From an optimization exercise on the open Yosys and OpenROAD flow, aimed at small area, a short achievable clock period and few clock cycles; shortcuts taken in it are not production practice. Function was checked by simulation only, so behaviour that the tests miss may differ from the original. Power is estimated from default activity; no workload was simulated.

==> design.v <==
`default_nettype none
package gdfs_pkg;
   localparam int MAX_VERTICES = 16;
   localparam int MAX_DEGREE   = 8;
   localparam int OP_W     = 2;
   localparam int VERTEX_W = $clog2(MAX_VERTICES);
   localparam int SLOT_W   = $clog2(MAX_DEGREE);
   localparam int DEG_W    = $clog2(MAX_DEGREE + 1);
   localparam int DEPTH_W  = $clog2(MAX_VERTICES + 1);
   localparam int CFG_W    = 5;
   localparam int STATUS_W = 2;
   localparam int ADJ_AW   = VERTEX_W + SLOT_W;
   localparam int ADJ_DEPTH = MAX_VERTICES * MAX_DEGREE;
   localparam logic [CFG_W-1:0] VCOUNT_RESET = CFG_W'(16);
   localparam logic [OP_W-1:0] OP_CLEAR = 2'd0;
   localparam logic [OP_W-1:0] OP_ADD   = 2'd1;
   localparam logic [OP_W-1:0] OP_TRAV  = 2'd2;
   localparam logic [OP_W-1:0] OP_PATH  = 2'd3;
   localparam logic [STATUS_W-1:0] ST_OK      = 2'd0;
   localparam logic [STATUS_W-1:0] ST_NO_PATH = 2'd1;
   localparam logic [STATUS_W-1:0] ST_RANGE   = 2'd2;
   localparam logic [STATUS_W-1:0] ST_FULL    = 2'd3;
   typedef struct packed {
      logic                latch_req;
      logic                clear_deg;
      logic                load_da;
      logic                load_db;
      logic                edge_wr1;
      logic                edge_wr2;
      logic                start;
      logic                fetch;
      logic                pop;
      logic                push;
      logic                out_load;
      logic                out_status_only;
      logic [STATUS_W-1:0] out_status;
   } gdfs_cmd_type;
   typedef struct packed {
      logic [OP_W-1:0] opcode;
      logic            a_ok;
      logic            b_ok;
      logic            edge_full;
      logic            start_is_target;
      logic            stack_empty;
      logic            has_next;
      logic            nb_new;
      logic            nb_is_target;
      logic            emit_last;
      logic            out_free;
   } gdfs_stat_type;
endpackage
`default_nettype wire
`default_nettype none
module gdfs_ram (
   input  wire logic         clock,
   input  wire logic [15:0]  wr_en,      
   input  wire logic [63:0]  wr_data,    
   input  wire logic [15:0]  rd_sel,     
   output      logic [31:0]  rd_list
);
   logic [31:0] mem_ff [16];
   always_ff @(posedge clock) begin
      for (int u = 0; u < 16; u++) begin
         if (wr_en[u]) begin
            mem_ff[u] <= {mem_ff[u][27:0], wr_data[u*4 +: 4]};
         end
      end
   end
   always_comb begin
      rd_list = '0;
      for (int u = 0; u < 16; u++) begin
         rd_list = rd_list | ({32{rd_sel[u]}} & mem_ff[u]);
      end
   end
endmodule
`default_nettype wire
`default_nettype none
import gdfs_pkg::*;
module graph_depth_first_search_core (
   input  wire logic                clock,
   input  wire logic                reset,
   input  wire logic                req_valid,
   output      logic                req_ready,
   input  wire logic [OP_W-1:0]     req_opcode,
   input  wire logic [VERTEX_W-1:0] req_vertex_a,
   input  wire logic [VERTEX_W-1:0] req_vertex_b,
   output      logic                rsp_valid,
   input  wire logic                rsp_ready,
   output      logic [VERTEX_W-1:0] rsp_vertex_out,
   output      logic                rsp_last_of_run,
   output      logic [STATUS_W-1:0] rsp_status,
   input  wire logic                csr_valid,
   output      logic                csr_ready,
   input  wire logic [CFG_W-1:0]    csr_vertex_count
);
   localparam logic [1:0] E_IDLE = 2'd0;
   localparam logic [1:0] E_ONE  = 2'd1;
   localparam logic [1:0] E_WALK = 2'd2;
   logic [CFG_W-1:0] vcount_ff;
   always_ff @(posedge clock) begin
      if (reset) begin
         vcount_ff <= VCOUNT_RESET;
      end else if (csr_valid) begin
         vcount_ff <= csr_vertex_count;
      end
   end
   assign csr_ready = 1'b1;
   logic       qv_ff;
   logic [1:0] qop_ff;
   logic [3:0] qa_ff;
   logic [3:0] qb_ff;
   logic       req_fire;
   logic       take;
   assign req_ready = !qv_ff;
   assign req_fire  = req_valid && !qv_ff;
   always_ff @(posedge clock) begin
      if (reset) begin
         qv_ff <= 1'b0;
      end else if (take) begin
         qv_ff <= 1'b0;
      end else if (req_fire) begin
         qv_ff <= 1'b1;
      end
   end
   always_ff @(posedge clock) begin
      if (req_fire) begin
         qop_ff <= req_opcode;
         qa_ff  <= req_vertex_a;
         qb_ff  <= req_vertex_b;
      end
   end
   logic [1:0] nop;
   logic [3:0] na;
   logic [3:0] nb;
   logic       na_ok;
   logic       nb_ok;
   logic       n_walk;
   assign nop    = qv_ff ? qop_ff : req_opcode;
   assign na     = qv_ff ? qa_ff : req_vertex_a;
   assign nb     = qv_ff ? qb_ff : req_vertex_b;
   assign na_ok  = vcount_ff[4] || (na < vcount_ff[3:0]);
   assign nb_ok  = vcount_ff[4] || (nb < vcount_ff[3:0]);
   assign n_walk = na_ok && ((nop == OP_TRAV) || (nop == OP_PATH && nb_ok && na != nb));
   logic [1:0]  est_ff;
   logic [1:0]  cop_ff;
   logic [3:0]  ca_ff;
   logic [3:0]  cb_ff;
   logic        cok_ff;        
   logic        half_ff;       
   logic [3:0]  deg_ff [16];
   logic [15:0] vis_ff;
   logic [3:0]  stk_ff [16];
   logic [15:0] live_ff;
   logic [15:0] curv_oh;       
   logic [3:0]  pend_ff;       
   logic        em_ff;
   logic        pv_ff;
   logic [6:0]  ptok_ff;
   logic        pem_ff;        
   logic [3:0]  petop_ff;
   logic [3:0]  e_ff;          
   logic [3:0]  etop_ff;       
   logic       hv_ff;
   logic       tv_ff;
   logic [6:0] h_ff;
   logic [6:0] t_ff;
   logic [15:0] wr_en;
   logic [63:0] wr_data;
   logic [31:0] row;
   gdfs_ram u_adj (
      .clock   (clock),
      .wr_en   (wr_en),
      .wr_data (wr_data),
      .rd_sel  (curv_oh),
      .rd_list (row)
   );
   logic go;
   logic [15:0] a_oh;
   logic [15:0] b_oh;
   logic [15:0] d_full;        
   logic [15:0] d_ge7;         
   logic [15:0] d_zero;
   logic [15:0] d_gt1;
   logic        self_loop;
   logic        add_full;
   logic        add_do;
   logic        clr_do;
   always_comb begin
      for (int u = 0; u < 16; u++) begin
         a_oh[u]   = (ca_ff == 4'(u));
         b_oh[u]   = (cb_ff == 4'(u));
         d_full[u] = deg_ff[u][3];
         d_ge7[u]  = deg_ff[u][3] || (deg_ff[u][2:0] == 3'd7);
         d_zero[u] = (deg_ff[u] == 4'd0);
         d_gt1[u]  = (deg_ff[u] > 4'd1);
      end
   end
   assign self_loop = (ca_ff == cb_ff);
   assign add_full  = !half_ff && (self_loop ? |(a_oh & d_ge7) : |((a_oh | b_oh) & d_full));
   assign add_do    = go && (est_ff == E_ONE) && (cop_ff == OP_ADD) && cok_ff && !add_full;
   assign clr_do    = go && (est_ff == E_ONE) && (cop_ff == OP_CLEAR);
   always_comb begin
      for (int u = 0; u < 16; u++) begin
         wr_data[u*4 +: 4] = a_oh[u] ? cb_ff : ca_ff;
         wr_en[u]          = add_do && (a_oh[u] || b_oh[u]);
      end
   end
   always_ff @(posedge clock) begin
      for (int u = 0; u < 16; u++) begin
         if (reset || clr_do) begin
            deg_ff[u] <= 4'd0;
         end else if (wr_en[u]) begin
            deg_ff[u] <= deg_ff[u] + 4'd1;
         end
      end
   end
   always_ff @(posedge clock) begin
      if (take) begin
         half_ff <= 1'b0;
      end else if (add_do) begin
         half_ff <= 1'b1;
      end
   end
   logic [3:0]  dv;
   logic [7:0]  unv;
   logic [7:0]  sel;
   logic [7:0]  nbr_tgt;
   logic [7:0]  nbr_w;
   logic [3:0]  w;
   logic [15:0] w_oh;
   logic        push;
   logic        w_live;
   logic        v_live;
   logic        found;
   logic [15:0] jh;            
   logic [15:0] live_rest;     
   logic [3:0]  jpos;          
   logic [3:0]  stk_j2;        
   logic        any_live;
   logic        b_isolated;
   always_comb begin
      dv = '0;
      for (int u = 0; u < 16; u++) begin
         dv = dv | ({4{curv_oh[u]}} & deg_ff[u]);
      end
   end
   always_comb begin
      for (int k = 0; k < 8; k++) begin
         unv[k]     = (4'(k) < dv) && !vis_ff[row[k*4 +: 4]];
         nbr_tgt[k] = (row[k*4 +: 4] == cb_ff);
      end
      for (int k = 0; k < 8; k++) begin
         sel[k] = unv[k] && ((unv >> (k + 1)) == 8'd0);
      end
      w = '0;
      for (int k = 0; k < 8; k++) begin
         w = w | ({4{sel[k]}} & row[k*4 +: 4]);
      end
      for (int k = 0; k < 8; k++) begin
         nbr_w[k] = (row[k*4 +: 4] == w);
      end
      for (int u = 0; u < 16; u++) begin
         w_oh[u] = (w == 4'(u));
      end
   end
   assign push   = |unv;
   assign v_live = |(unv & ~nbr_w);
   assign w_live = |(w_oh & d_gt1);
   assign found  = (cop_ff == OP_PATH) && |(sel & nbr_tgt);
   always_comb begin
      jh   = '0;
      jpos = '0;
      for (int i = 0; i < 16; i++) begin
         if (live_ff[i]) begin
            jh   = 16'(1) << i;
            jpos = 4'(i + 1);
         end
      end
      live_rest = live_ff & ~jh;
      stk_j2    = '0;
      for (int i = 0; i < 16; i++) begin
         if (live_rest[i]) begin
            stk_j2 = stk_ff[i];
         end
      end
   end
   assign any_live   = |live_ff;
   assign b_isolated = (cop_ff == OP_PATH) && |(b_oh & d_zero);
   logic       fin;            
   logic       eng_v;
   logic [3:0] eng_vx;
   logic       eng_last;
   logic [1:0] eng_st;
   logic       walk_end;
   assign walk_end = !any_live || b_isolated || (!push && (live_rest == '0));
   always_comb begin
      fin      = 1'b0;
      eng_v    = 1'b0;
      eng_vx   = '0;
      eng_last = 1'b1;
      eng_st   = ST_OK;
      case (est_ff)
         E_ONE: begin
            fin   = (cop_ff != OP_ADD) || !cok_ff || add_full || !self_loop || half_ff;
            eng_v = fin;
            if (!cok_ff) begin
               eng_st = ST_RANGE;
            end else if (cop_ff == OP_ADD && add_full) begin
               eng_st = ST_FULL;
            end else if (cop_ff == OP_PATH) begin
               eng_vx = ca_ff;
            end
         end
         E_WALK: begin
            if (walk_end) begin
               fin   = 1'b1;
               eng_v = 1'b1;
               if (cop_ff == OP_PATH) begin
                  eng_st = ST_NO_PATH;
               end else begin
                  eng_vx = pend_ff;
               end
            end else if (push) begin
               if (cop_ff == OP_TRAV) begin
                  eng_v    = 1'b1;
                  eng_vx   = pend_ff;
                  eng_last = 1'b0;
               end else if (found) begin
                  fin      = 1'b1;
                  eng_v    = 1'b1;
                  eng_vx   = stk_ff[0];
                  eng_last = 1'b0;
               end
            end
         end
         default: begin
            fin = 1'b1;
         end
      endcase
   end
   assign go   = !tv_ff && !pv_ff;
   assign take = go && fin && (qv_ff || req_valid);
   always_ff @(posedge clock) begin
      if (reset) begin
         est_ff <= E_IDLE;
      end else if (go && fin) begin
         est_ff <= take ? (n_walk ? E_WALK : E_ONE) : E_IDLE;
      end
   end
   always_ff @(posedge clock) begin
      if (take) begin
         cop_ff <= nop;
         ca_ff  <= na;
         cb_ff  <= nb;
         cok_ff <= (nop == OP_CLEAR) || (na_ok && (nb_ok || nop == OP_TRAV));
      end
   end
   always_ff @(posedge clock) begin
      if (take) begin
         vis_ff    <= 16'(1) << na;
         live_ff   <= 16'd1;
         curv_oh   <= 16'(1) << na;
         pend_ff   <= na;
      end else if (go && est_ff == E_WALK) begin
         if (push) begin
            vis_ff  <= vis_ff | w_oh;
            pend_ff <= w;
            for (int i = 0; i < 16; i++) begin
               if (jh[i]) begin
                  live_ff[i] <= v_live;
               end
               if (i > 0 && jh[i-1]) begin
                  live_ff[i] <= w_live;
               end
            end
            curv_oh <= w_live ? w_oh : (v_live ? curv_oh : (16'(1) << stk_j2));
         end else begin
            live_ff <= live_rest;
            curv_oh <= 16'(1) << stk_j2;
         end
      end
   end
   always_ff @(posedge clock) begin
      if (take) begin
         stk_ff[0] <= na;
      end
      if (go && est_ff == E_WALK && push) begin
         for (int i = 1; i < 16; i++) begin
            if (jh[i-1]) begin
               stk_ff[i] <= w;
            end
         end
      end
   end
   logic       em_last;
   logic [3:0] em_vx;
   logic       found_evt;
   assign em_vx     = stk_ff[e_ff];
   assign em_last   = (e_ff == etop_ff);
   assign found_evt = go && (est_ff == E_WALK) && !walk_end && push && found;
   always_ff @(posedge clock) begin
      if (reset) begin
         em_ff <= 1'b0;
         pv_ff <= 1'b0;
      end else if (!tv_ff) begin
         if (em_ff) begin
            e_ff <= e_ff + 4'd1;
            if (em_last) begin
               em_ff <= 1'b0;
            end
            if (go && eng_v) begin
               pv_ff <= 1'b1;
            end
         end else if (pv_ff) begin
            pv_ff <= 1'b0;
            if (pem_ff) begin
               em_ff   <= 1'b1;
               e_ff    <= 4'd1;
               etop_ff <= petop_ff;
            end
         end else if (found_evt) begin
            em_ff   <= 1'b1;
            e_ff    <= 4'd1;
            etop_ff <= jpos;
         end
      end
   end
   always_ff @(posedge clock) begin
      if (em_ff && go && eng_v) begin
         ptok_ff  <= {eng_vx, eng_last, eng_st};
         pem_ff   <= found_evt;
         petop_ff <= jpos;
      end
   end
   logic       tok_v;
   logic [6:0] tok;
   logic       pop;
   assign tok_v = !tv_ff && (em_ff || pv_ff || (go && eng_v));
   assign tok   = em_ff ? {em_vx, em_last, ST_OK} :
                  pv_ff ? ptok_ff : {eng_vx, eng_last, eng_st};
   assign pop   = hv_ff && rsp_ready;
   always_ff @(posedge clock) begin
      if (reset) begin
         hv_ff <= 1'b0;
         tv_ff <= 1'b0;
      end else begin
         if (pop) begin
            if (tv_ff) begin
               tv_ff <= 1'b0;
            end else begin
               hv_ff <= tok_v;
            end
         end else if (!hv_ff) begin
            hv_ff <= tok_v;
         end else if (tok_v) begin
            tv_ff <= 1'b1;
         end
      end
   end
   always_ff @(posedge clock) begin
      if (pop) begin
         h_ff <= tv_ff ? t_ff : tok;
      end else if (!hv_ff) begin
         h_ff <= tok;
      end
      if (!pop && hv_ff && tok_v) begin
         t_ff <= tok;
      end
   end
   assign rsp_valid       = hv_ff;
   assign rsp_vertex_out  = h_ff[6:3];
   assign rsp_last_of_run = h_ff[2];
   assign rsp_status      = h_ff[1:0];
endmodule
`default_nettype wire
==> run.sh <==
#!/bin/bash
# synth_recipe.tcl (not shown) runs the flow's synth.tcl, then flattens the netlist and writes it again
# the make line also repeats each setting of config.mk as NAME=value (left out here)
make -C /OpenROAD-flow-scripts/flow DESIGN_CONFIG=/design/flow/config.mk WORK_HOME=/design/flow/orfs CLKGATE_MAP_FILE= SYNTH_SCRIPT=/design/flow/synth_recipe.tcl finish
==> config.mk <==
export PLATFORM = sky130hd
export DESIGN_NAME = graph_depth_first_search_core
export DESIGN_NICKNAME = graph_depth_first_search_core
export VERILOG_FILES = /design/flow/design.v
export SDC_FILE = /design/flow/constraint.sdc
export NUM_CORES = 4
export LEC_CHECK = 0
export ABC_AREA = 1
export CAP_MARGIN = 20
export CORE_MARGIN = 2
export CORE_UTILIZATION = 35
export SETUP_SLACK_MARGIN = 5
export SLEW_MARGIN = 20
export TNS_END_PERCENT = 100
==> constraint.sdc <==
create_clock -name core_clock -period 10.0 [get_ports {clock}]
set_input_delay 2.0000 -clock core_clock [delete_from_list [all_inputs] [get_ports {clock}]]
set_output_delay 2.0000 -clock core_clock [all_outputs]
set_load 0.01 [all_outputs]
==> flow_summary.ini, run 1 <==
[drt]
drt-total-wl_um = 123000
avgRoutedWirePerCell_um = 22.15
num_vias = 29780
ant_nets = 0
drc = 0
drt_iter0_drc = 3644
dr.pass1.iters = 6
via_per_inst = 5.362

[clock_tree]
numCtsBuffers = 80
cts_tree = built
clk_pin_slew_worst_paths_ns = 0.06
ctsLongestPathBuffers = 3
h-tree-depth = 3
postCtsHoldBufs = 0
clk_latency_ns = 0.65
cts.sinks = 756
cts_root_buf = clkbuf_16

[global_routing]
grt_max_degree = 52
grt_antenna_before_repair = 0
grt_pass1_vias = 28190
track_usage = 0.2178
grt.overflow.total = 0
grt_pass1_wl_um = 181800

[yosys]
synthFlopType = edfxtp_1
synth_top_area_share = 0.5284
synth.yosys.seq_area_share = 0.5778
synth_nets = 4105
yosys-top-cells-area = edfxtp_1 (53%), nand2_1 (13%), dfxtp_1 (4.9%)
synth_largest_area_cell = edfxtp_1
synth_cell_types = 59
synth_area_um2 = 37680
synth-edff-count = 663
ys_ff_latch = 756
yosys_warnings = 6
synth_cells = 4009
synthArstFlopShare = 0
avgSynthCellArea_um2 = 9.398

[pwr]
comb_power_share = 0.272
intPower_mw = 5.959
total_leakage_power_nw = 16.70
seqPwrFrac = 0.395
pwr_density_cell_nw_per_um2 = 214.0
p_switching_mw = 3.200
clockPowerShare = 0.332
peakVddDrop_uv = 129.9
switching_share = 0.3494

[floorplan]
die_h_um = 332.1
num_rows = 120
start_util = 0.3524
dieArea_um2 = 110300
pin_count = 30
die_w_um = 332.1
core_um2 = 106900

[placement]
hpwl_um = 84150
place_area_um2 = 39280
place_congestion = 0.9577
pre_cts_slack_ns = 3.780
numPortBuffers = 28

[sta]
max_freq_ghz = 0.2080
setup_ws_ns = 5.192
slew_violations = 0
finClkSkew_ns = 0.03343
fin_crit_ns = 4.808
finalSetupTns_ns = 0
worstMarginPinSlew_ns = 1.037
slew_headroom = 0.3024
post-route-period-util = 0.4808
setup_viol = 0
grt_setup_unrepaired = yes
hold_viol = 0

[run]
maxCapViolCount = 0

[cells_and_area]
final_util = 0.4003
nets = 4189
drive_gt1_frac = 0.09735
area_growth_syn_to_layout_pct = 13.57
antenna_cells = 0
stdcell_area_um2 = 42790

[worst_setup_path]
rr_worst_depth = 27
crit_start = curv_oh[12]
worstPathArrival_ns = 5.19
path_class = reg2reg
timing.rr.start = curv_oh[12]
worst_setup_path_end_kind = flip-flop
cp.required_ns = 10.38
startpoint_type = flip-flop
path_max_fanout = 25

[worst_hold_path]
hold_path_startpoint = u_adj.mem_ff[13][10]
hold_path_class = reg2reg
hold_depth = 0

[outcome]
outcome = finished clean
## final timing paths
| path | end | slack [ns] |
|---|---|---|
| max | curv_oh[9] | 5.19 |
| min | u_adj.mem_ff[13][14] | 0.43 |
| max reg2reg | curv_oh[9] | 5.19 |
| min reg2reg | u_adj.mem_ff[13][14] | 0.43 |
## sequential cells by signal (all words and copies together), names as in the netlist, 4 cells and up
name	cells
cb_ff	4
curv_oh	16
deg_ff	64
e_ff	4
etop_ff	4
h_ff	7
live_ff	16
pend_ff	4
petop_ff	4
ptok_ff	7
qa_ff	4
qb_ff	4
stk_ff	64
t_ff	7
u_adj.mem_ff	512
vcount_ff	5
vis_ff	16
## metrics by stage
stage | std cells | total power, mW | hold slack [ns]
floorplan | 4009 | 5.254 | 0.4264
global placement | 5366 | 6.003 | 0.4291
detailed placement | 5366 | 5.996 | 0.4317
CTS | 5523 | 9.076 | 0.4162
global route | 5553 | 9.517 | 0.4329
finish | 5553 | 9.159 | 0.4258
## repair_timing
action	in CTS	in global routing
gates cloned	0	1
setup endpoints to repair	650	151
resized for setup	43	52
pin swaps	5	16
buffers inserted	18	29
## metal layers
layer	up-vias	share of wire	global-route usage	wire length, um
li1	13810	-	-	-
met1	14270	0.43	0.3109	53450
met2	1457	0.44	0.3365	54390
met3	245	0.087	0.03042	10680
met4	0	0.037	0.07969	4500
met5	-	0	0	0
## cell usage after synthesis (5+ instances only)
cell type  number
nor2_1        388
clkbuf_1       32
o22ai_1        21
o2111ai_1       5
nor3_1         35
clkinv_1        8
nand3_4         6
inv_1         315
nand4_2         8
buf_4          13
nor3b_1        13
inv_2          25
a21oi_1       153
nor4_1         12
o21ai_0       210
nand3_1       271
buf_2          24
o211ai_1       17
nand2_4         8
buf_6          46
ha_1           76
a22o_1         34
a221oi_1       17
a211oi_1       10
o31ai_1         5
or2_2           7
nand4_1        67
buf_1           5
edfxtp_1      663
o21ai_1        20
nor2_8          7
nand2_1      1264
nor2_2         27
xor2_1         30
nand2_2         8
nor2_4         11
nand3_2        19
dfxtp_1        93
## critical path: stages (launching register included)
cell and delay, ns:
edfxtp_1 0.52, buf_4 0.25, nand2_1 0.08, nand2_1 0.05, nor2_1 0.27, nand4_4 0.31
inv_2 0.22, nand3_1 0.09, nand2_1 0.12, nand2_1 0.07, nand3_1 0.11, nand3_2 0.12
nand2_4 0.16, nor2_4 0.09, nand3_1 0.12, nand3_1 0.15, nor2_4 0.23, nand2_8 0.20
nor2_4 0.27, nand3_1 0.16, nand2_1 0.12, nor2_2 0.06, nand3_4 0.19, nand2_8 0.14
nand3_1 0.14, nand2_1 0.09, nand2_1 0.10, nand2_1 0.08
## area by class of cell
cell class / instances / area [um^2]
clock inverter: 34 / 461.7
multi-input combinational: 2783 / 14090
fill: 10520 / 64110
sequential: 756 / 21770
clock buffer: 105 / 2217
timing repair buffer: 124 / 1155
tap: 1403 / 1755
inverter: 348 / 1335
## layout by cell type (no fill, tap or decap), types with 23 or more instances in the layout
cell                n
xor2_1             30
nand3_1           264
a21oi_1           153
clkbuf_16          81
nand2_1          1260
clkdlybuf4s50_1    28
ha_1               76
nand3_2            25
nand4_1            67
o21ai_0           209
inv_2              23
nor2_1            361
a22o_1             34
nor2_2             26
edfxtp_1          663
nor3_1             35
nor2_4             40
buf_4              71
inv_1             311
dfxtp_1            93
## cells by family (layout without fill, tap and decap cells)
group / count (synthesis) / count (layout) / share of synthesized area
simple gates: 2158 / 2159 / 0.2505
flops: 756 / 756 / 0.5778
compound gates: 514 / 514 / 0.07927
buf+inv: 471 / 611 / 0.05935
fa+ha+maj: 76 / 76 / 0.02524
xor+xnor: 33 / 33 / 0.007671
other cells: 1 / 1 / 0.00009953
## power by group through the flow
stage / Sequential [mW] / Clock (mW) / Combinational (mW)
floorplan: 3.65 / 0 / 1.61
global placement: 3.70 / 0 / 2.31
detailed placement: 3.70 / 0 / 2.30
CTS: 3.62 / 3.08 / 2.38
global route: 3.63 / 3.19 / 2.70
finish: 3.62 / 3.04 / 2.50
Testbench counts, summed over its fixed seeds: cycles 12,998.
==> run 2: changes to the inputs <==
--- a/config.mk
+++ b/config.mk
@@ -9,5 +9,5 @@
 export CAP_MARGIN = 20
 export CORE_MARGIN = 2
-export CORE_UTILIZATION = 35
+export CORE_UTILIZATION = 55
 export SETUP_SLACK_MARGIN = 5
 export SLEW_MARGIN = 20
==> run 2 against run 1 <==
Compared with the run above: still clean on timing, DRC and antenna; combinational power increased by 6%; cell count down 9.2%; die area down 36%; critical path type unchanged; critical endpoint is now curv_oh[10].
==> flow_summary.ini, run 2 <==
[run]
maxCapViolCount = 0

[floorplan]
core_um2 = 67510
dieArea_um2 = 70610
num_rows = 95
start_util = 0.5580
die_h_um = 265.7
pin_count = 30
die_w_um = 265.7

[sta]
post-route-period-util = 0.4908
setup_viol = 0
hold_viol = 0
finalSetupTns_ns = 0
fin_crit_ns = 4.908
grt_setup_unrepaired = yes
setup_ws_ns = 5.092
worstMarginPinSlew_ns = 1.055
slew_violations = 0
slew_headroom = 0.2904
max_freq_ghz = 0.2037
finClkSkew_ns = 0.02691

[yosys]
synth-edff-count = 663
synth_most_common_cell = nand2_1
synthArstFlopShare = 0
synth_area_um2 = 37680
synthFlopType = edfxtp_1
synth_cell_types = 59
synth_common_cells = nand2_1 (1,264), edfxtp_1 (663), nor2_1 (388)
synth_cells = 4009
yosys_warnings = 6
synth_top_area_share = 0.5284
synth_largest_area_cell = edfxtp_1
synth.yosys.seq_area_share = 0.5778
ys_ff_latch = 756
synth_nets = 4105
avgSynthCellArea_um2 = 9.398
yosys-top-cells-area = edfxtp_1 (53%), nand2_1 (13%), dfxtp_1 (4.9%)

[drt]
ant_nets = 0
drt-total-wl_um = 131300
drt_iter0_drc = 5026
avgRoutedWirePerCell_um = 26.02
num_vias = 31460
via_per_inst = 6.236
dr.pass1.iters = 9
drc = 0

[cells_and_area]
reg.largest.list = u_adj.mem_ff (512), deg_ff (64), stk_ff (64)
regMostFlops = u_adj.mem_ff
area_growth_syn_to_layout_pct = 12.22
drive_gt1_frac = 0.1024
final_common_cell = nand2_1
stdcell_area_um2 = 42280
largest_reg_flops = 512
nets = 4201
final_cell_mix = nand2_1 (1,259), edfxtp_1 (663), nor2_1 (359), inv_1 (310), nand3_1 (266)

[worst_setup_path]
cpPeakStageDelay_ns = 0.37
cp.required_ns = 10.38
path_class = reg2reg
crit_start = curv_oh[6]
cp_slowest_cell = clkinvlp_4
cp_common_cell = nand2_1
worst_setup_path_end_kind = flip-flop
worstPathArrival_ns = 5.29
path_max_fanout = 35
startpoint_type = flip-flop
timing.rr.start = curv_oh[6]

[placement]
hpwl_um = 91390
numPortBuffers = 28
place_congestion = 1.043
pre_cts_slack_ns = 3.646
place_area_um2 = 38600

[clock_tree]
ctsLongestPathBuffers = 3
postCtsHoldBufs = 0
cts_tree = built
numCtsBuffers = 80
clk_latency_ns = 0.65
cts_root_buf = clkbuf_16
cts.sinks = 756
h-tree-depth = 3
clk_pin_slew_worst_paths_ns = 0.06

[pwr]
switching_share = 0.3597
comb_power_share = 0.285
seqPwrFrac = 0.392
clockPowerShare = 0.323
pwr_density_cell_nw_per_um2 = 218.7
peakVddDrop_uv = 171.6
p_switching_mw = 3.326
total_leakage_power_nw = 16.75
intPower_mw = 5.921

[global_routing]
grt_antenna_before_repair = 0
track_usage = 0.3675
grt.overflow.total = 0
grt_pass1_vias = 29060
grt_pass1_wl_um = 189800
grt_max_degree = 50

[worst_hold_path]
hold_path_class = reg2reg
hold_path_startpoint = u_adj.mem_ff[11][1]

[outcome]
outcome = finished clean
==> run 2: cell counts after synthesis <==
Identical to the previous run, type by type.
==> run 2: power by group through the flow <==
stage | clock network [mW] | logic (mW) | registers [mW]
2_1_floorplan | 0 | 1.61 | 3.65
3_3_place_gp | 0 | 2.29 | 3.71
3_5_place_dp | 0 | 2.31 | 3.71
4_1_cts | 2.99 | 2.44 | 3.62
5_1_grt | 3.11 | 2.79 | 3.63
6_report | 2.98 | 2.64 | 3.63
==> run 2: what timing repair did <==
item / CTS / global route
resized for setup: 56 / 61
buffers inserted: 25 / 34
pin swaps: 10 / 20
endpoints found under the setup margin: 684 / 190
cloned: 1 / 1
==> run 2: area by class of cell <==
cell class              instances  area (um^2)
flip-flops and latches        756        21770
fillers                      5695        25230
clock buffers                  98         2131
inverters                     348         1344
well taps                     873         1092
diodes                          2        5.005
multi-input cells            2784        14160
clock inverters                48        494.2
repair buffers                135         1286
==> run 2: critical path, delay by kind of cell (launching register included) <==
family	cells	cell delay (ns)
and+or+nand+nor	22	2.85
DFF	1	0.36
AOI/OAI and AO/OA	2	0.66
buffers and inverters	2	0.71
==> run 2: cell families after synthesis <==
group / count (synthesis) / synth area share
AND/OR/NAND/NOR: 2158 / 0.2505
flip-flops: 756 / 0.5778
AO/OA/AOI/OAI: 514 / 0.07927
buffers and inverters: 471 / 0.05935
adder cells (fa/ha/maj): 76 / 0.02524
XOR/XNOR: 33 / 0.007671
other: 1 / 0.00009953
==> run 2: routing by layer <==
layer | track usage | part of all wire | up-vias
li1 | - | - | 13840
met1 | 0.5498 | 0.42 | 15040
met5 | 0 | 0 | -
met2 | 0.5150 | 0.41 | 2230
met3 | 0.09381 | 0.13 | 347
met4 | 0.1360 | 0.044 | 0
==> run 2: path summary, 6_finish.rpt <==
check,cells past startpoint,slack (ns),to
setup / recovery,26,5.09,curv_oh[10]
hold / removal,0,0.44,u_adj.mem_ff[11][5]
setup reg to reg,26,5.09,curv_oh[10]
hold reg to reg,0,0.44,u_adj.mem_ff[11][5]
==> run 2: per-stage QoR <==
step	std cells	hold WS, ns	power (mW)	util
after global routing	5042	0.4408	9.533	0.6262
after global placement	4835	0.4306	6.002	0.5718
final	5044	0.4404	9.248	0.6262
after CTS	5007	0.4392	9.054	0.6178
after floorplan	4009	0.4264	5.254	-
after detailed placement	4835	0.4318	6.016	0.5718
==> run 3: changes to the inputs <==
--- a/design.v
+++ b/design.v
@@ -162,7 +162,7 @@
    logic [3:0]  etop_ff;       
    logic       hv_ff;
-   logic       tv_ff;
    logic [6:0] h_ff;
-   logic [6:0] t_ff;
+   logic       oadv;
+   assign oadv = !hv_ff || rsp_ready;
    logic [15:0] wr_en;
    logic [63:0] wr_data;
@@ -339,5 +339,5 @@
       endcase
    end
-   assign go   = !tv_ff && !pv_ff;
+   assign go   = oadv && !pv_ff;
    assign take = go && fin && (qv_ff || req_valid);
    always_ff @(posedge clock) begin
@@ -403,5 +403,5 @@
          em_ff <= 1'b0;
          pv_ff <= 1'b0;
-      end else if (!tv_ff) begin
+      end else if (oadv) begin
          if (em_ff) begin
             e_ff <= e_ff + 4'd1;
@@ -435,36 +435,18 @@
    logic       tok_v;
    logic [6:0] tok;
-   logic       pop;
-   assign tok_v = !tv_ff && (em_ff || pv_ff || (go && eng_v));
+   assign tok_v = em_ff || pv_ff || (go && eng_v);
    assign tok   = em_ff ? {em_vx, em_last, ST_OK} :
                   pv_ff ? ptok_ff : {eng_vx, eng_last, eng_st};
-   assign pop   = hv_ff && rsp_ready;
    always_ff @(posedge clock) begin
       if (reset) begin
          hv_ff <= 1'b0;
-         tv_ff <= 1'b0;
-      end else begin
-         if (pop) begin
-            if (tv_ff) begin
-               tv_ff <= 1'b0;
-            end else begin
-               hv_ff <= tok_v;
-            end
-         end else if (!hv_ff) begin
-            hv_ff <= tok_v;
-         end else if (tok_v) begin
-            tv_ff <= 1'b1;
-         end
+      end else if (oadv) begin
+         hv_ff <= tok_v;
       end
    end
    always_ff @(posedge clock) begin
-      if (pop) begin
-         h_ff <= tv_ff ? t_ff : tok;
-      end else if (!hv_ff) begin
+      if (oadv) begin
          h_ff <= tok;
       end
-      if (!pop && hv_ff && tok_v) begin
-         t_ff <= tok;
-      end
    end
    assign rsp_valid       = hv_ff;
--- a/config.mk
+++ b/config.mk
@@ -9,5 +9,6 @@
 export CAP_MARGIN = 20
 export CORE_MARGIN = 2
-export CORE_UTILIZATION = 55
+export CORE_UTILIZATION = 45
+export CTS_BUF_LIST = sky130_fd_sc_hd__clkbuf_4 sky130_fd_sc_hd__clkbuf_8
 export SETUP_SLACK_MARGIN = 5
 export SLEW_MARGIN = 20
==> run 3 against run 2 <==
Compared with the run above: still clean; non-clock buffer count is 5 lower; global-route usage is 8.7 points lower; combinational power is 11% higher; synthesized area is 1.4% lower; die area is 20% higher; register-to-register slack better by 0.02 ns; clock power is 6% lower; cell count is 3.7% higher; critical path type unchanged.
==> flow_summary.ini, run 3 <==
[sta]
slew_violations = 0
worstMarginPinSlew_ns = 1.036
post-route-period-util = 0.4893
slew_headroom = 0.3022
grt_setup_unrepaired = yes
setup_ws_ns = 5.107
finalSetupTns_ns = 0
hold_viol = 0
finClkSkew_ns = 0.07661
setup_viol = 0
max_freq_ghz = 0.2044
fin_crit_ns = 4.893

[yosys]
synthFlopType = edfxtp_1
synth_largest_area_cell = edfxtp_1
synth.yosys.seq_area_share = 0.5800
yosys-top-cells-area = edfxtp_1 (53%), nand2_1 (12%), dfxtp_1 (5.0%)
yosys_warnings = 6
synth_common_cells = nand2_1 (1,191), edfxtp_1 (656), nor2_1 (366)
synth_cells = 3924
synthArstFlopShare = 0
synth_area_um2 = 37140
avgSynthCellArea_um2 = 9.465
ys_ff_latch = 748
synth-edff-count = 656
synth_most_common_cell = nand2_1
synth_cell_types = 57
synth_nets = 4020
synth_top_area_share = 0.5304

[pwr]
seqPwrFrac = 0.386
p_switching_mw = 3.563
comb_power_share = 0.314
clockPowerShare = 0.300
totalPowerFinal_mw = 9.367
peakVddDrop_uv = 155.1
switching_share = 0.3804
pwr_density_cell_nw_per_um2 = 224.2
intPower_mw = 5.804
total_leakage_power_nw = 16.35

[global_routing]
grt_pass1_vias = 27790
grt_pass1_wl_um = 178000
grt.overflow.total = 0
track_usage = 0.2807
grt_antenna_before_repair = 3
grt_max_degree = 50

[worst_hold_path]
hold_depth = 0
hold_path_class = reg2reg
hold_path_startpoint = u_adj.mem_ff[7][4]
min_to = u_adj.mem_ff[7][8]

[drt]
dr.pass1.iters = 6
drt-total-wl_um = 120400
num_vias = 29570
drt_iter0_drc = 3467
via_per_inst = 5.652
avgRoutedWirePerCell_um = 23.02
ant_nets = 0
drc = 0

[clock_tree]
ctsLongestPathBuffers = 3
cts.sinks = 748
h-tree-depth = 3
clk_latency_ns = 0.80
numCtsBuffers = 121
cts_root_buf = clkbuf_8
clk_pin_slew_worst_paths_ns = 0.06
cts_tree = built

[cells_and_area]
nets = 4153
final_cell_mix = nand2_1 (1,187), edfxtp_1 (656), nor2_1 (337), inv_1 (310)
final_common_cell = nand2_1
drive_gt1_frac = 0.1197
seq_area_um2 = 21540
multi_input_area_um2 = 13790
largest_reg_flops = 512
nFillCells = 7482
stdcell_area_um2 = 41770
regMostFlops = u_adj.mem_ff
area_growth_syn_to_layout_pct = 12.46
final_util = 0.5104
reg.largest.list = u_adj.mem_ff (512), deg_ff (64), stk_ff (64)

[placement]
hpwl_um = 82440
numPortBuffers = 28
place_area_um2 = 38360
pre_cts_slack_ns = 3.738
place_congestion = 0.9792

[floorplan]
die_h_um = 291.3
start_util = 0.4538
pin_count = 30
die_w_um = 291.3
dieArea_um2 = 84850
num_rows = 105
core_um2 = 81850

[worst_setup_path]
rr_worst_depth = 22
cp.required_ns = 10.45
r2r_end = curv_oh[15]
timing.rr.start = curv_oh[15]
regToRegSetupSlack_ns = 5.11
path_max_fanout = 34
path_class = reg2reg
worst_setup_path_end_kind = flip-flop
startpoint_type = flip-flop
worstPathArrival_ns = 5.34

[outcome]
outcome = finished clean

[run]
maxCapViolCount = 0
[run 3: cell types whose count changed after synthesis, sizes merged, moves of 7 or more]
cell,before,now
nand2,1281,1215
o21ai,230,260
nand3,296,268
nor2,433,416
a21oi,155,145
buf,91,81
clkbuf,32,41
edfxtp,663,656
nor4,12,19
[run 3: power groups by stage]
stage	logic [mW]	registers [mW]	clock network, mW
6_report	2.94	3.61	2.81
3_5_place_dp	2.72	3.69	0
4_1_cts	2.83	3.61	2.84
2_1_floorplan	1.89	3.64	0
5_1_grt	3.17	3.62	2.98
3_3_place_gp	2.72	3.68	0
[run 3: worst max-delay path by stage]
stage | from | end | slack (ns) | depth (start not counted)
floorplan | rsp_ready | deg_ff[10][3] | 4.90 | 12
global route | curv_oh[14] | curv_oh[12] | 4.97 | 26
detailed placement | curv_oh[14] | vis_ff[9] | 3.74 | 24
CTS | stk_ff[0][1] | deg_ff[6][3] | 5.01 | 18
global placement | curv_oh[14] | vis_ff[12] | 3.81 | 24
finish | curv_oh[15] | curv_oh[15] | 5.11 | 22
[run 3: cell families after synthesis]
group | count (synthesis) | share of synthesized area
AND/OR/NAND/NOR | 2060 | 0.2437
flip-flops | 748 | 0.5800
AO/OA/AOI/OAI | 537 | 0.08402
buffers and inverters | 471 | 0.05936
other | 1 | 0.0001010
adder cells (fa/ha/maj) | 76 | 0.02560
XOR/XNOR | 31 | 0.007310
[run 3: area by class of cell]
cell class / instances / area share
diodes: 1 / 0.00005991
clock buffers: 171 / 0.05200
clock inverters: 56 / 0.01012
inverters: 349 / 0.03196
multi-input cells: 2706 / 0.3301
flip-flops and latches: 748 / 0.5157
well taps: 1070 / 0.03205
repair buffers: 130 / 0.02783
repair inverters: 1 / 0.0001797
[run 3: through the flow]
stage	cells	hold WS (ns)
final	5232	0.4214
after floorplan	3924	0.4264
after global placement	4948	0.4270
after CTS	5195	0.3993
after detailed placement	4948	0.4324
after global routing	5232	0.4057
[run 3: critical path: stages, from the launching register on]
cell and delay (ns):
edfxtp_1 0.32, buf_4 0.51, inv_2 0.16, o21ai_0 0.30
nor3_1 0.10, nand2_1 0.20, nand2_1 0.11, o21ai_1 0.31
nand3_2 0.20, nand2_4 0.18, inv_2 0.13, nand4_1 0.15
nand4_1 0.09, nor2_1 0.50, nor2_4 0.16, nand3_1 0.14
nand2_1 0.07, nor2_1 0.17, nand2_2 0.16, nor2_2 0.24
nand2_1 0.09, nand2_1 0.12, nand2_4 0.16
[run 3: per-layer routing]
metal  wire length (um)  GRT usage  vias up
met3              12090    0.05391      285
met2              49820     0.4066     1547
met4               5074     0.1134        6
li1                   -          -    13690
met5                 38          0        -
met1              53430     0.4129    14050
[run 3: what timing repair did]
action | CTS | global route
cloned | 1 | 1
gates resized for setup | 55 | 34
buffers inserted | 19 | 35
endpoints found under the setup margin | 396 | 218
hold buffers | 0 | 0
pin swaps | 4 | 17
Testbench counts of run 3, summed over its fixed seeds: cycles 12,998.
==> run 4: changes to the inputs <==
--- a/design.v
+++ b/design.v
@@ -293,5 +293,6 @@
    logic [1:0] eng_st;
    logic       walk_end;
-   assign walk_end = !any_live || b_isolated || (!push && (live_rest == '0));
+   assign walk_end = !any_live || b_isolated || ((vis_ff | d_zero) == 16'hffff) ||
+                     (!push && (live_rest == '0));
    always_comb begin
       fin      = 1'b0;
--- a/config.mk
+++ b/config.mk
@@ -9,7 +9,8 @@
 export CAP_MARGIN = 20
 export CORE_MARGIN = 2
-export CORE_UTILIZATION = 45
-export CTS_BUF_LIST = sky130_fd_sc_hd__clkbuf_4 sky130_fd_sc_hd__clkbuf_8
+export CORE_UTILIZATION = 40
+export CTS_CLUSTER_DIAMETER = 100
+export CTS_CLUSTER_SIZE = 30
 export SETUP_SLACK_MARGIN = 5
 export SLEW_MARGIN = 20
-export TNS_END_PERCENT = 100
+export TNS_END_PERCENT = 20
==> run 4 against run 3 <==
Compared with the run above: non-clock buffer count did not move; clock skew fell by 0.021 ns; critical path depth is 1 higher; count of clock-buffer cells in the layout decreased by 129; largest cell class unchanged; highest routed layer is now met4; sequential cell count did not move; still clean on timing, DRC and antenna; sequential power is essentially flat; first-iteration DRC count increased by 18%; critical path type unchanged.
==> flow_summary.ini, run 4 <==
[drt]
drt_iter0_drc = 4108
via_per_inst = 5.705
drt-total-wl_um = 125200
ant_nets = 0
drc = 0
num_vias = 29490
avgRoutedWirePerCell_um = 24.22
dr.pass1.iters = 6

[sta]
worstMarginPinSlew_ns = 0.9752
hold_viol = 0
grt_setup_unrepaired = yes
slew_violations = 0
finalSetupTns_ns = 0
setup_viol = 0
finClkSkew_ns = 0.05536
slew_headroom = 0.3475
fin_crit_ns = 4.917
max_freq_ghz = 0.2034
post-route-period-util = 0.4917
timing.hold.ws_ns = 0.4279
setup_ws_ns = 5.083

[yosys]
synthFlopType = edfxtp_1
avgSynthCellArea_um2 = 9.446
synthArstFlopShare = 0
synth_top_area_share = 0.5328
synth-edff-count = 656
synth.yosys.seq_area_share = 0.5826
yosys-top-cells-area = edfxtp_1 (53%), nand2_1 (12%), dfxtp_1 (5.0%)
synth_xor_area_frac = 0.005922
synth_compound_area_frac = 0.09188
synth_adder_area_share = 0.02572
yosys_warnings = 6
synthSimpleGateAreaFrac = 0.2377
synth_most_common_cell = nand2_1
synth_largest_area_cell = edfxtp_1
synth_common_cells = nand2_1 (1,190), edfxtp_1 (656), nor2_1 (358)
synth_nets = 4010
synth_cell_types = 59
synth_mux_area_frac = 0
synth_cells = 3914
ys_ff_latch = 748
synth_area_um2 = 36970
synth_top_family_by_area = simple AND/OR/NAND/NOR gates

[cells_and_area]
drive_gt1_frac = 0.08662
nets = 4060
nFillCells = 8826
multi_input_area_um2 = 13810
largest_reg_flops = 512
area_growth_syn_to_layout_pct = 9.767
reg.largest.list = u_adj.mem_ff (512), deg_ff (64), stk_ff (64)
antenna_cells = 0
seq_area_um2 = 21540
regMostFlops = u_adj.mem_ff
fin_cells = 5169
final_util = 0.4427
final_common_cell = nand2_1
final_cell_mix = nand2_1 (1,184), edfxtp_1 (656), nor2_1 (331), inv_1 (308), o21ai_0 (241)

[worst_setup_path]
startpoint_type = flip-flop
timing.rr.start = curv_oh[15]
worstSetupEndpoint = curv_oh[14]
cpPeakStageDelay_ns = 0.56
cp.required_ns = 10.38
worst_setup_path_end_kind = flip-flop
path_class = reg2reg
path_cells = buf_8, inv_2, o21ai_0, nor2_1, nand3_1, nand2_1, o21ai_2, nand3_2, nand2_4, inv_2, nand4_2, nand4_1, nor2_1, nor2_4, nand3_1, nand2_1, nor2_1, nand2_4, nor2_8, inv_2, o21ai_0, nand2_2, buf_12
rr_worst_depth = 23
crit_start = curv_oh[15]
regToRegSetupSlack_ns = 5.08
r2r_end = curv_oh[14]
path_max_fanout = 31
cp_slowest_cell = nor2_1
worstPathArrival_ns = 5.30

[floorplan]
dieArea_um2 = 94880
pin_count = 30
core_um2 = 91660
num_rows = 111
die_h_um = 308.0
start_util = 0.4033
die_w_um = 308.0

[pwr]
total_leakage_power_nw = 15.51
pwr_density_cell_nw_per_um2 = 205.7
peakVddDrop_uv = 138.6

[global_routing]
grt_max_degree = 50
track_usage = 0.2605
grt_pass1_vias = 27590
grt_antenna_before_repair = 1
grt_pass1_wl_um = 183200
grt.overflow.total = 0

[clock_tree]
h-tree-depth = 2
clk_latency_ns = 0.64
numCtsBuffers = 35
cts.sinks = 748
ctsLongestPathBuffers = 3
cts_tree = built
clk_pin_slew_worst_paths_ns = 0.12
cts_root_buf = clkbuf_16

[placement]
pre_cts_slack_ns = 3.822
numPlacedInstances = 5055
place_congestion = 0.9777
numPortBuffers = 28
hpwl_um = 85710

[worst_hold_path]
hold_path_class = reg2reg

[outcome]
outcome = finished clean

[run]
maxCapViolCount = 0
[run 4: changes by cell type after synthesis, sizes merged, moves of 6 or more]
cell | before | now
nand3 | 268 | 232
o22ai | 22 | 28
nor4 | 19 | 12
nor2 | 416 | 408
o211ai | 16 | 26
inv | 343 | 350
xor2 | 28 | 22
a22o | 37 | 48
a21oi | 145 | 151
o21ai | 260 | 249
[run 4: logic make-up (layout without fill, tap and decap cells)]
logic type	after synthesis	after routing
adders and majority gates	76	76
DFF	748	748
AOI/OAI and AO/OA	573	573
buffers and inverters	476	542
xor gates and xnor gates	25	25
other	1	1
and+or+nand+nor	2015	2018
[run 4: worst min path at each step]
stage                               from                   end  depth (start not counted)
floorplan           u_adj.mem_ff[13][22]  u_adj.mem_ff[13][26]                          0
global placement     u_adj.mem_ff[4][22]   u_adj.mem_ff[4][26]                          0
detailed placement   u_adj.mem_ff[7][10]   u_adj.mem_ff[7][14]                          0
CTS                   u_adj.mem_ff[5][2]    u_adj.mem_ff[5][6]                          0
global route          u_adj.mem_ff[5][2]    u_adj.mem_ff[5][6]                          0
finish                u_adj.mem_ff[5][2]    u_adj.mem_ff[5][6]                          0
[run 4: per-stage QoR]
stage               area, um^2  total power, mW
CTS                      40210            8.227
global placement         38490            6.308
finish                   40580            8.346
detailed placement       38490            6.310
global route             40580            8.675
floorplan                36970            5.404
[run 4: metal layers]
layer / track usage / vias up / share of wire
li1: - / 13450 / -
met1: 0.3863 / 14120 / 0.43
met2: 0.3889 / 1687 / 0.43
met3: 0.03731 / 232 / 0.10
met4: 0.08996 / 0 / 0.037
met5: 0 / - / 0
[run 4: cell type report]
cell class	instances	area share
sequential	748	0.5308
tap	1186	0.03657
clock buffer	42	0.02275
multi-input combinational	2693	0.3403
timing repair buffer	130	0.02969
inverter	356	0.03370
clock inverter	14	0.006228
[run 4: power breakdown]
part	internal [mW]	total, mW	switching (mW)
logic	0.779	2.90	2.12
registers	3.53	3.62	0.0980
clock network	0.739	1.82	1.08
total	5.04	8.35	3.30
[run 4: critical path, delay by kind of cell, from the launching register on]
| family | cells | cell delay, ns |
|---|---|---|
| and+or+nand+nor | 15 | 2.48 |
| AOI/OAI and AO/OA | 3 | 0.80 |
| buffers and inverters | 5 | 0.91 |
| DFF | 1 | 0.43 |
[run 4: timing repair]
action / CTS / global route
pin swaps: 12 / 16
setup endpoints to repair: 448 / 382
hold buffers: 0 / 0
buffers inserted: 32 / 23
cloned: 0 / 3
resized for setup: 64 / 47
Testbench counts of run 4, summed over its fixed seeds: cycles 12,069.
==> run 5: changes to the inputs <==
--- a/config.mk
+++ b/config.mk
@@ -14,3 +14,3 @@
 export SETUP_SLACK_MARGIN = 5
 export SLEW_MARGIN = 20
-export TNS_END_PERCENT = 20
+export TNS_END_PERCENT = 100
==> run 5 against run 4 <==
Compared with the run above: final area is the same; synthesized cell count is the same; clock skew shrank 0.0036 ns; sequential power is essentially flat; fmax grew 0.44%; power is essentially flat; largest cell class unchanged; non-clock buffer count is the same; cell count is the same; hold slack lost 0.0038 ns; count of clock-buffer cells in the layout is the same; global-route usage is the same.
==> flow_summary.ini, run 5 <==
[outcome]
outcome = finished clean

[clock_tree]
numCtsBuffers = 35
ctsLongestPathBuffers = 3
clk_pin_slew_worst_paths_ns = 0.12
cts_root_buf = clkbuf_16
h-tree-depth = 2
cts_tree = built
clk_latency_ns = 0.63
cts.sinks = 748
postCtsHoldBufs = 0

[cells_and_area]
nets = 4060
largest_reg_flops = 512
drive_gt1_frac = 0.08662
antenna_cells = 0
area_growth_syn_to_layout_pct = 9.767
final_common_cell = nand2_1
final_cell_mix = nand2_1 (1,184), edfxtp_1 (656), nor2_1 (331), inv_1 (308), o21ai_0 (241)
reg.largest.list = u_adj.mem_ff (512), deg_ff (64), stk_ff (64)
regMostFlops = u_adj.mem_ff

[worst_hold_path]
hold_path_class = reg2reg

[yosys]
synth.yosys.seq_area_share = 0.5826
yosys-top-cells-area = edfxtp_1 (53%), nand2_1 (12%), dfxtp_1 (5.0%)
synth_area_um2 = 36970
synth_cell_types = 59
synth_top_area_share = 0.5328
synthArstFlopShare = 0
yosys_warnings = 6
synth_nets = 4010
avgSynthCellArea_um2 = 9.446
synthFlopType = edfxtp_1
synth-edff-count = 656
synth_cells = 3914
synth_common_cells = nand2_1 (1,190), edfxtp_1 (656), nor2_1 (358)
synth_largest_area_cell = edfxtp_1
ys_ff_latch = 748
synth_most_common_cell = nand2_1

[sta]
post-route-period-util = 0.4896
worstMarginPinSlew_ns = 0.9551
setup_viol = 0
grt_setup_unrepaired = yes
max_freq_ghz = 0.2043
slew_violations = 0
finClkSkew_ns = 0.05173
hold_viol = 0
slew_headroom = 0.3565
fin_crit_ns = 4.896
finalSetupTns_ns = 0

[floorplan]
start_util = 0.4033
dieArea_um2 = 94880
num_rows = 111
die_h_um = 308.0
die_w_um = 308.0
pin_count = 30
core_um2 = 91660

[drt]
ant_nets = 0
drt_iter0_drc = 4305
num_vias = 29580
drt-total-wl_um = 125300
dr.pass1.iters = 6
drc = 0
via_per_inst = 5.723
avgRoutedWirePerCell_um = 24.23

[worst_setup_path]
path_class = reg2reg
worstSetupEndpoint = curv_oh[14]
rr_worst_depth = 23
path_max_fanout = 33
worst_setup_path_end_kind = flip-flop
cp_slowest_cell = nor2_1
r2r_end = curv_oh[14]
worstPathArrival_ns = 5.27
crit_start = curv_oh[13]
cp.required_ns = 10.37
timing.rr.start = curv_oh[13]
regToRegSetupSlack_ns = 5.10
cp_common_cell = inv_2
cpPeakStageDelay_ns = 0.54
critPathBufInv = 6
startpoint_type = flip-flop
path_cells = buf_6, inv_2, o22ai_1, inv_1, nand4_1, nand2_1, o21ai_2, nand3_2, nand2_4, inv_2, nand4_2, nand4_1, nor2_1, nor2_4, nand3_1, nand2_1, nor2_1, nand2_4, nor2_8, inv_2, o21ai_0, nand2_2, buf_12
cp.depth = 23
critPathTopFamily = simple AND/OR/NAND/NOR gates

[pwr]
total_leakage_power_nw = 15.51
totalPowerFinal_mw = 8.349
peakVddDrop_uv = 139.0
pwr_density_cell_nw_per_um2 = 205.7

[global_routing]
grt_pass1_vias = 27590
grt_antenna_before_repair = 1
track_usage = 0.2605
grt.overflow.total = 0
grt_max_degree = 50
grt_pass1_wl_um = 183200

[placement]
numPortBuffers = 28
place_congestion = 0.9777
hpwl_um = 85710

[run]
maxCapViolCount = 0
-- run 5: cell counts in the layout (fill, tap and decap cells not counted) --
Identical to the previous run, type by type.
-- run 5: worst min-delay path by stage --
| stage | slack, ns | to | from | cells after the start |
|---|---|---|---|---|
| 2_1_floorplan | 0.43 | u_adj.mem_ff[13][26] | u_adj.mem_ff[13][22] | 0 |
| 3_3_place_gp | 0.43 | u_adj.mem_ff[4][26] | u_adj.mem_ff[4][22] | 0 |
| 3_5_place_dp | 0.43 | u_adj.mem_ff[7][14] | u_adj.mem_ff[7][10] | 0 |
| 4_1_cts | 0.42 | u_adj.mem_ff[5][6] | u_adj.mem_ff[5][2] | 0 |
| 5_1_grt | 0.43 | u_adj.mem_ff[5][6] | u_adj.mem_ff[5][2] | 0 |
| 6_report | 0.42 | u_adj.mem_ff[5][6] | u_adj.mem_ff[5][2] | 0 |
-- run 5: worst register-to-register path: stages (launching register included) --
cell and delay [ns]:
edfxtp_1 0.36, buf_6 0.41, inv_2 0.24, o22ai_1 0.22
inv_1 0.07, nand4_1 0.17, nand2_1 0.17, o21ai_2 0.33
nand3_2 0.17, nand2_4 0.18, inv_2 0.12, nand4_2 0.13
nand4_1 0.09, nor2_1 0.54, nor2_4 0.17, nand3_1 0.17
nand2_1 0.08, nor2_1 0.19, nand2_4 0.14, nor2_8 0.16
inv_2 0.06, o21ai_0 0.21, nand2_2 0.10, buf_12 0.16
-- run 5: stage by stage --
stage / area (um^2) / hold slack, ns / worst slack [ns] / std cells / util
6_report: 40580 / 0.4241 / 5.104 / 5169 / 0.4427
5_1_grt: 40580 / 0.4277 / 4.995 / 5169 / 0.4427
4_1_cts: 40220 / 0.4216 / 4.996 / 5144 / 0.4387
3_5_place_dp: 38490 / 0.4333 / 3.822 / 5055 / 0.4199
3_3_place_gp: 38490 / 0.4281 / 3.811 / 5055 / 0.4199
2_1_floorplan: 36970 / 0.4264 / 4.909 / 3914 / -
-- run 5: report_power, final --
| part | switching [mW] | total (mW) | internal [mW] | leakage [nW] |
|---|---|---|---|---|
| clock | 1.08 | 1.82 | 0.740 | 0.565 |
| sequential | 0.0986 | 3.62 | 3.53 | 6.72 |
| combinational | 2.12 | 2.90 | 0.779 | 8.22 |
| total | 3.30 | 8.35 | 5.04 | 15.5 |
-- run 5: cell type report --
| class | count | area (um^2) |
|---|---|---|
| multi-input cells | 2693 | 13810 |
| fillers | 8826 | 51080 |
| repair buffers | 130 | 1205 |
| clock inverters | 14 | 252.7 |
| inverters | 356 | 1368 |
| flip-flops and latches | 748 | 21540 |
| clock buffers | 42 | 923.4 |
| well taps | 1186 | 1484 |
-- run 5: logic make-up (layout without fill, tap and decap cells) --
logic type / count (synthesis) / count (layout) / share of synthesized area
xor+xnor: 25 / 25 / 0.005922
simple gates: 2015 / 2018 / 0.2377
other cells: 1 / 1 / 0.0001014
flops: 748 / 748 / 0.5826
compound gates: 573 / 573 / 0.09188
buf+inv: 476 / 542 / 0.05604
fa+ha+maj: 76 / 76 / 0.02572
-- run 5: layer usage --
metal  track usage  share of wire  up-vias
met2        0.3889           0.43     1685
li1              -              -    13440
met5             0              0        -
met3       0.03731           0.10      230
met1        0.3863           0.43    14230
met4       0.08996          0.037        0
-- run 5: what timing repair did --
action | CTS | global route
setup endpoints to repair | 448 | 364
pin swaps | 13 | 15
cloned | 0 | 3
gates resized for setup | 64 | 47
setup buffers | 33 | 22
==> run 6: changes to the inputs <==
--- a/config.mk
+++ b/config.mk
@@ -10,6 +10,6 @@
 export CORE_MARGIN = 2
 export CORE_UTILIZATION = 40
-export CTS_CLUSTER_DIAMETER = 100
-export CTS_CLUSTER_SIZE = 30
+export CTS_CLUSTER_DIAMETER = 150
+export CTS_CLUSTER_SIZE = 25
 export SETUP_SLACK_MARGIN = 5
 export SLEW_MARGIN = 20
==> run 6 against run 5 <==
Compared with the run above: wire length is essentially flat; critical path depth shrank 5; die area is the same; synthesized area is the same; clock skew shrank 0.0034 ns; sequential share of layout area is essentially flat; final area is essentially flat; cell count grew 0.23%; sequential power is essentially flat; non-clock buffer count grew 11; critical path type unchanged; largest cell class unchanged.
==> flow_summary.ini, run 6 <==
[outcome]
outcome = finished clean

[clock_tree]
cts.sinks = 748
ctsLongestPathBuffers = 3
numCtsBuffers = 36
cts_root_buf = clkbuf_16
cts_tree = built
clk_latency_ns = 0.63
h-tree-depth = 2
clk_pin_slew_worst_paths_ns = 0.11

[global_routing]
grt_max_degree = 50
grt_antenna_before_repair = 2
grt.overflow.total = 0
grt_pass1_wl_um = 183800
grt_pass1_vias = 27600
track_usage = 0.2607

[worst_setup_path]
cp.required_ns = 10.46
regToRegSetupSlack_ns = 5.11
timing.rr.start = cb_ff[2]
path_class = reg2reg
startpoint_type = flip-flop
worst_setup_path_end_kind = flip-flop
worstPathArrival_ns = 5.35
path_max_fanout = 38
crit_start = cb_ff[2]

[drt]
num_vias = 29510
avgRoutedWirePerCell_um = 24.19
ant_nets = 0
drc = 0
drt_iter0_drc = 4210
via_per_inst = 5.696
drt-total-wl_um = 125300
dr.pass1.iters = 6

[placement]
pre_cts_slack_ns = 3.822
place_congestion = 0.9777
hpwl_um = 85710
place_area_um2 = 38490
numPortBuffers = 28

[cells_and_area]
regMostFlops = u_adj.mem_ff
final_common_cell = nand2_1
antenna_cells = 0
largest_reg_flops = 512
area_growth_syn_to_layout_pct = 9.709
reg.largest.list = u_adj.mem_ff (512), deg_ff (64), stk_ff (64)
drive_gt1_frac = 0.08736
final_cell_mix = nand2_1 (1,183), edfxtp_1 (656), nor2_1 (330), inv_1 (308), o21ai_0 (241)
stdcell_area_um2 = 40560
final_util = 0.4425
nets = 4073

[pwr]
comb_power_share = 0.354
peakVddDrop_uv = 137.4
seqPwrFrac = 0.439
p_switching_mw = 3.250
total_leakage_power_nw = 15.51
intPower_mw = 5.021
pwr_density_cell_nw_per_um2 = 203.9
switching_share = 0.3929
clockPowerShare = 0.208

[yosys]
avgSynthCellArea_um2 = 9.446
synth_largest_area_cell = edfxtp_1
synth_cells = 3914
yosys_warnings = 6
synth_most_common_cell = nand2_1
synthFlopType = edfxtp_1
synthArstFlopShare = 0
synth_nets = 4010
synth-edff-count = 656
synth_common_cells = nand2_1 (1,190), edfxtp_1 (656), nor2_1 (358)
synth_area_um2 = 36970
synth_cell_types = 59
synth_top_area_share = 0.5328
yosys-top-cells-area = edfxtp_1 (53%), nand2_1 (12%), dfxtp_1 (5.0%)
synth.yosys.seq_area_share = 0.5826
ys_ff_latch = 748

[sta]
grt_setup_unrepaired = yes
setup_viol = 0
hold_viol = 0
max_freq_ghz = 0.2046
fin_crit_ns = 4.887
finalSetupTns_ns = 0
post-route-period-util = 0.4887
timing.hold.ws_ns = 0.4450
finClkSkew_ns = 0.04836
setup_ws_ns = 5.113
worstMarginPinSlew_ns = 1.065
slew_headroom = 0.2903
slew_violations = 0

[floorplan]
pin_count = 30
start_util = 0.4033
core_um2 = 91660
die_h_um = 308.0
dieArea_um2 = 94880
num_rows = 111
die_w_um = 308.0

[run]
maxCapViolCount = 0

[worst_hold_path]
hold_path_class = reg2reg
hold_path_startpoint = u_adj.mem_ff[7][24]
==> run 6: cell counts after synthesis <==
No cell type changed its count.
==> run 6: cell families (layout without fill, tap and decap cells) <==
logic type / Yosys count / count (layout) / share of synthesized area
AOI/OAI and AO/OA: 573 / 573 / 0.09188
and+or+nand+nor: 2015 / 2019 / 0.2377
buffers and inverters: 476 / 553 / 0.05604
xor gates and xnor gates: 25 / 25 / 0.005922
DFF: 748 / 748 / 0.5826
other: 1 / 1 / 0.0001014
adders and majority gates: 76 / 76 / 0.02572
==> run 6: layer usage <==
metal,GRT usage,vias up,share of wire
met4,0.08871,2,0.038
met1,0.3851,14090,0.43
li1,-,13480,-
met3,0.03855,255,0.10
met5,0,-,0.00010
met2,0.3907,1690,0.43
==> run 6: power groups by stage <==
stage | clock network, mW | logic, mW | registers, mW
finish | 1.72 | 2.92 | 3.63
global route | 1.84 | 3.14 | 3.63
CTS | 1.75 | 2.76 | 3.62
detailed placement | 0 | 2.59 | 3.72
global placement | 0 | 2.59 | 3.72
floorplan | 0 | 1.77 | 3.64
==> run 6: stage by stage <==
stage | cells | power, mW
finish | 5181 | 8.271
CTS | 5142 | 8.132
global route | 5181 | 8.612
global placement | 5055 | 6.308
floorplan | 3914 | 5.404
detailed placement | 5055 | 6.310
==> run 6: area by class of cell <==
cell class | count | area, um^2
Clock buffer | 51 | 957.2
Clock inverter | 5 | 105.1
Fill cell | 8865 | 51100
Inverter | 356 | 1365
Multi-Input combinational cell | 2694 | 13810
Sequential cell | 748 | 21540
Tap cell | 1186 | 1484
Timing Repair Buffer | 141 | 1299
==> run 6: path summary, 6_finish.rpt <==
path	end	cells past startpoint
worst max-delay path	vis_ff[7]	18
worst min-delay path	u_adj.mem_ff[7][28]	0
worst max register to register	vis_ff[7]	18
worst min register to register	u_adj.mem_ff[7][28]	0
==> run 6: timing repair <==
item | in CTS | in global routing
hold buffers | 0 | 0
pin swaps | 11 | 19
endpoints found under the setup margin | 433 | 359
setup buffers | 30 | 36
gates cloned | 1 | 3
gates resized for setup | 60 | 50
==> run 6: critical path, stage by stage, from the launching register on <==
cell	delay, ns
edfxtp_1	1.07
nor2_1	0.13
inv_1	0.20
nor2_1	0.11
a2111oi_0	0.48
nand4_1	0.14
nor3_1	0.44
o32ai_1	0.23
a31oi_1	0.43
nand2_2	0.18
inv_2	0.14
nand2_1	0.06
nand2_1	0.07
nand3_1	0.13
nand3_4	0.17
buf_12	0.24
inv_1	0.10
buf_12	0.18
o21ai_0	0.19
==> run 7: changes to the inputs <==
--- a/config.mk
+++ b/config.mk
@@ -10,7 +10,7 @@
 export CORE_MARGIN = 2
 export CORE_UTILIZATION = 40
-export CTS_CLUSTER_DIAMETER = 150
-export CTS_CLUSTER_SIZE = 25
-export SETUP_SLACK_MARGIN = 5
+export CTS_CLUSTER_DIAMETER = 100
+export CTS_CLUSTER_SIZE = 20
+export SETUP_SLACK_MARGIN = 4.5
 export SLEW_MARGIN = 20
 export TNS_END_PERCENT = 100
==> run 7 against run 6 <==
Compared with the run above: critical path type unchanged; critical path depth is 8 higher; non-clock buffer count is 34 lower; critical endpoint is now curv_oh[2]; synthesized cell count stayed put; combinational power is 4% lower; sequential cell count stayed put; final area is 0.78% lower; core utilization is 0.35 points lower.
==> flow_summary.ini, run 7 <==
[drt]
drc = 0
drt-total-wl_um = 124800
drt_iter0_drc = 4195
avgRoutedWirePerCell_um = 24.19
num_vias = 29530
via_per_inst = 5.724
dr.pass1.iters = 6
ant_nets = 0

[yosys]
ys_ff_latch = 748
yosys_warnings = 6
avgSynthCellArea_um2 = 9.446
synth_largest_area_cell = edfxtp_1
synth_most_common_cell = nand2_1
yosys-top-cells-area = edfxtp_1 (53%), nand2_1 (12%), dfxtp_1 (5.0%)
synth_top_area_share = 0.5328
synthArstFlopShare = 0
synth.yosys.seq_area_share = 0.5826
synthFlopType = edfxtp_1
synth_cell_types = 59
synth-edff-count = 656
synth_cells = 3914
synth_area_um2 = 36970
synth_nets = 4010
synth_common_cells = nand2_1 (1,190), edfxtp_1 (656), nor2_1 (358)

[cells_and_area]
fin_cells = 5159
final_common_cell = nand2_1
final_util = 0.4390
final_cell_mix = nand2_1 (1,187), edfxtp_1 (656), nor2_1 (338), inv_1 (311), o21ai_0 (242)
largest_reg_flops = 512
antenna_cells = 0
reg.largest.list = u_adj.mem_ff (512), deg_ff (64), stk_ff (64)
seq_area_um2 = 21540
regMostFlops = u_adj.mem_ff
multi_input_area_um2 = 13640
area_growth_syn_to_layout_pct = 8.850
nFillCells = 8844
nets = 4044
drive_gt1_frac = 0.07601

[global_routing]
grt_pass1_vias = 27420
grt.overflow.total = 0
grt_util_met2 = 0.3882
grt_max_degree = 50
grt_busiest_layer = met2
met1_usage = 0.3845
track_usage = 0.2606
grt_antenna_before_repair = 1
grt_pass1_wl_um = 183100
use_met3 = 0.04027

[worst_setup_path]
timing.rr.start = curv_oh[0]
path_class = reg2reg
startpoint_type = flip-flop
rr_worst_depth = 26
path_max_fanout = 34
worstPathArrival_ns = 5.64
regToRegSetupSlack_ns = 4.72
r2r_end = curv_oh[2]
worst_setup_path_end_kind = flip-flop
cp.required_ns = 10.36

[sta]
max_freq_ghz = 0.1895
worstMarginPinSlew_ns = 1.034
fin_crit_ns = 5.277
grt_setup_unrepaired = yes
post-route-period-util = 0.5277
setup_viol = 0
slew_headroom = 0.3107
hold_viol = 0
slew_violations = 0
finalSetupTns_ns = 0
timing.hold.ws_ns = 0.4478
finClkSkew_ns = 0.03380

[pwr]
peakVddDrop_uv = 123.0
pwr_density_cell_nw_per_um2 = 207.6
totalPowerFinal_mw = 8.353
total_leakage_power_nw = 15.39

[clock_tree]
cts.sinks = 748
cts_root_buf = clkbuf_16
cts_tree = built
h-tree-depth = 2
clk_pin_slew_worst_paths_ns = 0.09
numCtsBuffers = 45
postCtsHoldBufs = 0
clk_latency_ns = 0.64
ctsLongestPathBuffers = 3

[floorplan]
core_um2 = 91660
num_rows = 111
start_util = 0.4033
pin_count = 30
dieArea_um2 = 94880
die_w_um = 308.0
die_h_um = 308.0

[run]
maxCapViolCount = 0

[worst_hold_path]
min_to = u_adj.mem_ff[7][28]
hold_path_startpoint = u_adj.mem_ff[7][24]
hold_path_class = reg2reg
hold_depth = 0

[placement]
place_congestion = 0.9777
numPortBuffers = 28
numPlacedInstances = 5055
hpwl_um = 85710

[outcome]
outcome = finished clean
## run 7: cell counts after synthesis
No cell type changed its count.
## run 7: worst max-delay path, stage by stage (launching register included)
cell	delay (ns)
edfxtp_1	0.33
buf_4	0.52
inv_1	0.16
o21ai_0	0.25
nor2_1	0.09
nand4_1	0.15
nand2_1	0.15
o21ai_1	0.48
nand3_2	0.19
nand2_4	0.18
inv_2	0.11
nand4_1	0.14
inv_1	0.08
nor2_4	0.25
nand2_8	0.24
nor2_4	0.32
nand3_1	0.18
nand2_1	0.12
nor2_1	0.06
nand2_2	0.21
nor2_8	0.09
nor2_4	0.22
nor2_4	0.09
nand2_1	0.12
nand2_1	0.06
nand2_1	0.05
nand2_1	0.11
## run 7: kinds of logic after synthesis
kind of cell | Yosys count | synth area share
AND/OR/NAND/NOR | 2015 | 0.2377
flip-flops | 748 | 0.5826
buffers and inverters | 476 | 0.05604
XOR/XNOR | 25 | 0.005922
other | 1 | 0.0001014
adder cells (fa/ha/maj) | 76 | 0.02572
AO/OA/AOI/OAI | 573 | 0.09188
## run 7: how the worst max path moves through the flow
stage	endpoint	from
2_1_floorplan	deg_ff[11][3]	rsp_ready
3_3_place_gp	vis_ff[1]	curv_oh[2]
3_5_place_dp	vis_ff[2]	curv_oh[2]
4_1_cts	curv_oh[10]	curv_oh[2]
5_1_grt	curv_oh[14]	curv_oh[4]
6_report	curv_oh[2]	curv_oh[0]
## run 7: report_power, final
part,leakage [nW],total [mW],internal (mW),switching [mW]
clock network,0.625,1.93,0.857,1.07
logic,8.05,2.80,0.725,2.07
registers,6.72,3.62,3.53,0.0984
## run 7: cell type report
type                       instances  share of cell area
clock buffer                      66             0.02994
tap                             1186             0.03687
inverter                         356             0.03352
sequential                       748              0.5353
multi-input combinational       2690              0.3390
timing repair buffer             107             0.02276
clock inverter                     6            0.002643
## run 7: timing repair
item                                   4_1_cts  5_1_grt
resized for setup                           13       29
endpoints found under the hold margin        0        0
setup endpoints to repair                  121      111
setup buffers                               11       21
pin swaps                                    1        8
## run 7: metal layers
layer  up-vias  wire, um
met2      1687     53080
met3       250     12570
li1      13420         -
met4         2      4826
met5         -        10
met1     14170     54300
## run 7: metrics by stage
step / setup slack (ns) / area (um^2)
5_1_grt: 4.456 / 40240
6_report: 4.723 / 40240
3_3_place_gp: 3.811 / 38490
3_5_place_dp: 3.822 / 38490
2_1_floorplan: 4.909 / 36970
4_1_cts: 4.509 / 39930

Check on run 7: ideal ports give 4.723 ns setup slack; a clkbuf_16 on the clock port and buf_2 on the inputs give 4.723 ns; moving port delays by the midpoint clock arrival (0.696 ns) as well gives 4.723 ns.
